Source: an optimization exercise on an open RTL-to-GDS flow (aim: small area, a short achievable clock period and few clock cycles per item). Production flows keep margins and buffers that such runs may drop.
The RTL was checked by simulation tests, not by an equivalence proof against the original design.

// multi_dataflow_core
module multi_dataflow_core (
  input  logic        ap_clk,
  input  logic        ap_rst,
  input  logic [31:0] in0_data,
  output logic        in0_full_n,
  input  logic        in0_write,
  input  logic [31:0] in1_data,
  output logic        in1_full_n,
  input  logic        in1_write,
  output logic [31:0] out0_data,
  input  logic        out0_full_n,
  output logic        out0_write,
  output logic [31:0] out1_data,
  input  logic        out1_full_n,
  output logic        out1_write,
  input  logic [7:0]  ID
);
Settings: LEC_CHECK=0, ABC_AREA=1, CAP_MARGIN=20, CORE_MARGIN=2, CORE_UTILIZATION=40, SETUP_SLACK_MARGIN=5, SLEW_MARGIN=20; clock period 8.5 ns.
run.sh (not shown) runs the stock make flow with config.mk's settings and CLKGATE_MAP_FILE= SYNTH_SCRIPT=/design/flow/synth_recipe.tcl, a recipe that flattens the netlist after the stock synthesis.
Testbench counts at the start, summed over its fixed seeds: cycles 8,288, items 8,192.
Next try:
--- a/flow/design.v
+++ b/flow/design.v
@@ -17,16 +17,17 @@
 );
   localparam int NS1 = 120;
   logic        hv_a, sv_a, hv_b, sv_b;
   logic        s1v, o0v, o1v;
   logic        id1_q, idok_q;
   logic        push_a, push_b, fire, adv0, s1_rdy, o1_rdy;
   logic [31:0] ha, hb, sa, sb;
-  assign in0_full_n = ~sv_a;
-  assign in1_full_n = ~sv_b;
+  logic        fn_a, fn_b;    
+  assign in0_full_n = fn_a;
+  assign in1_full_n = fn_b;
   assign push_a = in0_write & ~sv_a;
   assign push_b = in1_write & ~sv_b;
   assign adv0   = ~o0v | out0_full_n;
   assign s1_rdy = ~s1v | adv0;
   assign o1_rdy = ~o1v | out1_full_n;
   assign fire   = hv_a & hv_b & idok_q & s1_rdy & o1_rdy;
   always_ff @(posedge ap_clk or negedge ap_rst) begin
@@ -35,19 +36,23 @@
       sv_a   <= 1'b0;
       hv_b   <= 1'b0;
       sv_b   <= 1'b0;
       s1v    <= 1'b0;
       o0v    <= 1'b0;
       o1v    <= 1'b0;
       idok_q <= 1'b0;
+      fn_a   <= 1'b1;
+      fn_b   <= 1'b1;
     end else begin
       hv_a   <= (hv_a & ~fire) | sv_a | push_a;
       sv_a   <= hv_a & ~fire & (sv_a | push_a);
       hv_b   <= (hv_b & ~fire) | sv_b | push_b;
       sv_b   <= hv_b & ~fire & (sv_b | push_b);
+      fn_a   <= ~(hv_a & ~fire & (sv_a | push_a));
+      fn_b   <= ~(hv_b & ~fire & (sv_b | push_b));
       if (s1_rdy) s1v <= fire;
       if (adv0)   o0v <= s1v;
       if (o1_rdy) o1v <= fire;
       idok_q <= (ID == 8'd1) || (ID == 8'd2);
     end
   end
   logic        id1_d, ld_b;
=> Sequential cell count rises by 2. Clock-buffer cell count rises by 6. Via count falls by 0.81%. Final area rises by 2.0%. Cell count rises by 0.75%. Synthesized cell count is about the same.
Testbench counts after the change, summed over its fixed seeds: cycles 8,288, items 8,192.

--- another note on this design; it stands on its own ---

Setup of v59:
Design multi_dataflow_core, start of the top module:
module multi_dataflow_core (
  input  logic        ap_clk,
  input  logic        ap_rst,
  input  logic [31:0] in0_data,
  output logic        in0_full_n,
  input  logic        in0_write,
  input  logic [31:0] in1_data,
  output logic        in1_full_n,
  input  logic        in1_write,
  output logic [31:0] out0_data,
  input  logic        out0_full_n,
  output logic        out0_write,
  output logic [31:0] out1_data,
  input  logic        out1_full_n,
  output logic        out1_write,
  input  logic [7:0]  ID
);
For scale: roughly 2,300 cells after synthesis, about 370 flip-flops, ~150 I/O pins, about 0.024 sq mm of cells after synthesis.
Settings: LEC_CHECK=0, ABC_AREA=1, CAP_MARGIN=20, CORE_MARGIN=2, CORE_UTILIZATION=40, CTS_CLUSTER_DIAMETER=100, CTS_CLUSTER_SIZE=24, SLEW_MARGIN=20, SYNTH_HIERARCHICAL=1; clock period 8.5 ns.
standard.sh (not shown) runs the stock make flow with config.mk's settings and CLKGATE_MAP_FILE= SYNTH_SCRIPT=/design/flow/synth_recipe.tcl, a recipe that flattens the netlist after the stock synthesis.
==> flow/flow/run.sh <==
#!/bin/bash
# The standard layout, with the smallest plain buffers (buf_1) rather than the default delay-cell
# buffers on the ports, and timing repair aimed at 5.2 ns of setup slack. Make's full output
# goes to standard_flow.log in the work folder.
set -euo pipefail
bash standard.sh "BUFFER_PORTS_ARGS=-buffer_cell sky130_fd_sc_hd__buf_1" SETUP_SLACK_MARGIN=5.2 finish > standard_flow.log 2>&1
v59 completed every stage of the flow, and the final layout passed the timing, design-rule and antenna checks.
Testbench counts of v59, summed over its fixed seeds: cycles 8,288, items 8,192.
Inputs modified between v59 and v18:
==> flow/flow/run.sh <==
#!/bin/bash
# The standard layout, with the smallest plain buffers (buf_1) rather than the default delay-cell
# buffers on the ports, and timing repair aimed at 5.35 ns of setup slack. Make's full output
# goes to standard_flow.log in the work folder.
set -euo pipefail
bash standard.sh "BUFFER_PORTS_ARGS=-buffer_cell sky130_fd_sc_hd__buf_1" SETUP_SLACK_MARGIN=5.35 finish > standard_flow.log 2>&1
Findings:
Total instance count after detailed placement: v59 vs v18 — no meaningful difference
Comparing v59 and v18, the lower count of buffers added by post-CTS timing repair for setup was measured on v59.
Re area growth from synthesis to layout: v59 was lower than v18.
Between v59 and v18, share of the clock period used by the worst path after layout is lower for v18, v59 comes in above that.
Non-clock buffer count was higher in v18 than in v59.
Flip-flop and latch share of the layout cell area was higher in v59 than in v18.
For v6, these inputs were changed with respect to v18:
==> flow/flow/run.sh <==
#!/bin/bash
# The standard layout, with the smallest plain buffers (buf_1) rather than the default delay-cell
# buffers on the ports, and timing repair aimed at 5.25 ns of setup slack. Make's full output
# goes to standard_flow.log in the work folder.
set -euo pipefail
bash standard.sh "BUFFER_PORTS_ARGS=-buffer_cell sky130_fd_sc_hd__buf_1" SETUP_SLACK_MARGIN=5.25 finish > standard_flow.log 2>&1
==> notes.md <==
Diff v18..v6 | count of antenna-violating nets left after detailed routing | unchanged. Synthesized cell count: v6 vs v18 identical. v6 -> v18: mapped cell area delta 0, exact match. Global-route usage: v6 vs v18 — no meaningful difference. Share of the final layout cell area in multi-input gates essentially unchanged between v18 and v6. In v6 the buffer share of cell area turned out 0.63 points lower than in v18. Going from v18 to v6, overall routed net length grew slightly.

-- separate check: timing with driven ports --
In the flow no input, the clock included, has a driving cell. The finished layouts below were timed again as built, in two steps.
Step 1 (the two cells are an assumption about what drives the block):
set clk [get_ports {ap_clk}]
set_driving_cell -lib_cell sky130_fd_sc_hd__clkbuf_16 $clk
set_driving_cell -lib_cell sky130_fd_sc_hd__buf_2 [delete_from_list [all_inputs] $clk]
Step 2 also shifts input and output timing later by t, the mid clock arrival at the registers, as if the neighbouring blocks saw the same clock.
Slacks: ideal ports / drivers / drivers and shift; pairs: ideal ports / drivers.
run	t, ns	setup slack, ns	worst hold slack (ns)	worst setup path at the end
the first run of note 1	0.665	4.953 / 4.953 / 4.496	0.449 / 0.449 / 0.449	input to register
the second run of note 1	0.645	4.979 / 4.979 / 4.519	0.452 / 0.452 / 0.452	input to register
v59	0.632	5.130 / 5.130 / 4.767	0.425 / 0.425 / 0.425	input to register
v18	0.613	5.149 / 5.149 / 4.943	0.419 / 0.419 / 0.419	input to register
v6	0.621	5.136 / 5.136 / 4.918	0.421 / 0.421 / 0.421	input to register
After both steps setup and hold are still met in every run listed. For the second run of note 1, which loses most, drivers alone change the setup slack by 0.000 ns; drivers and shift together by -0.460 ns.
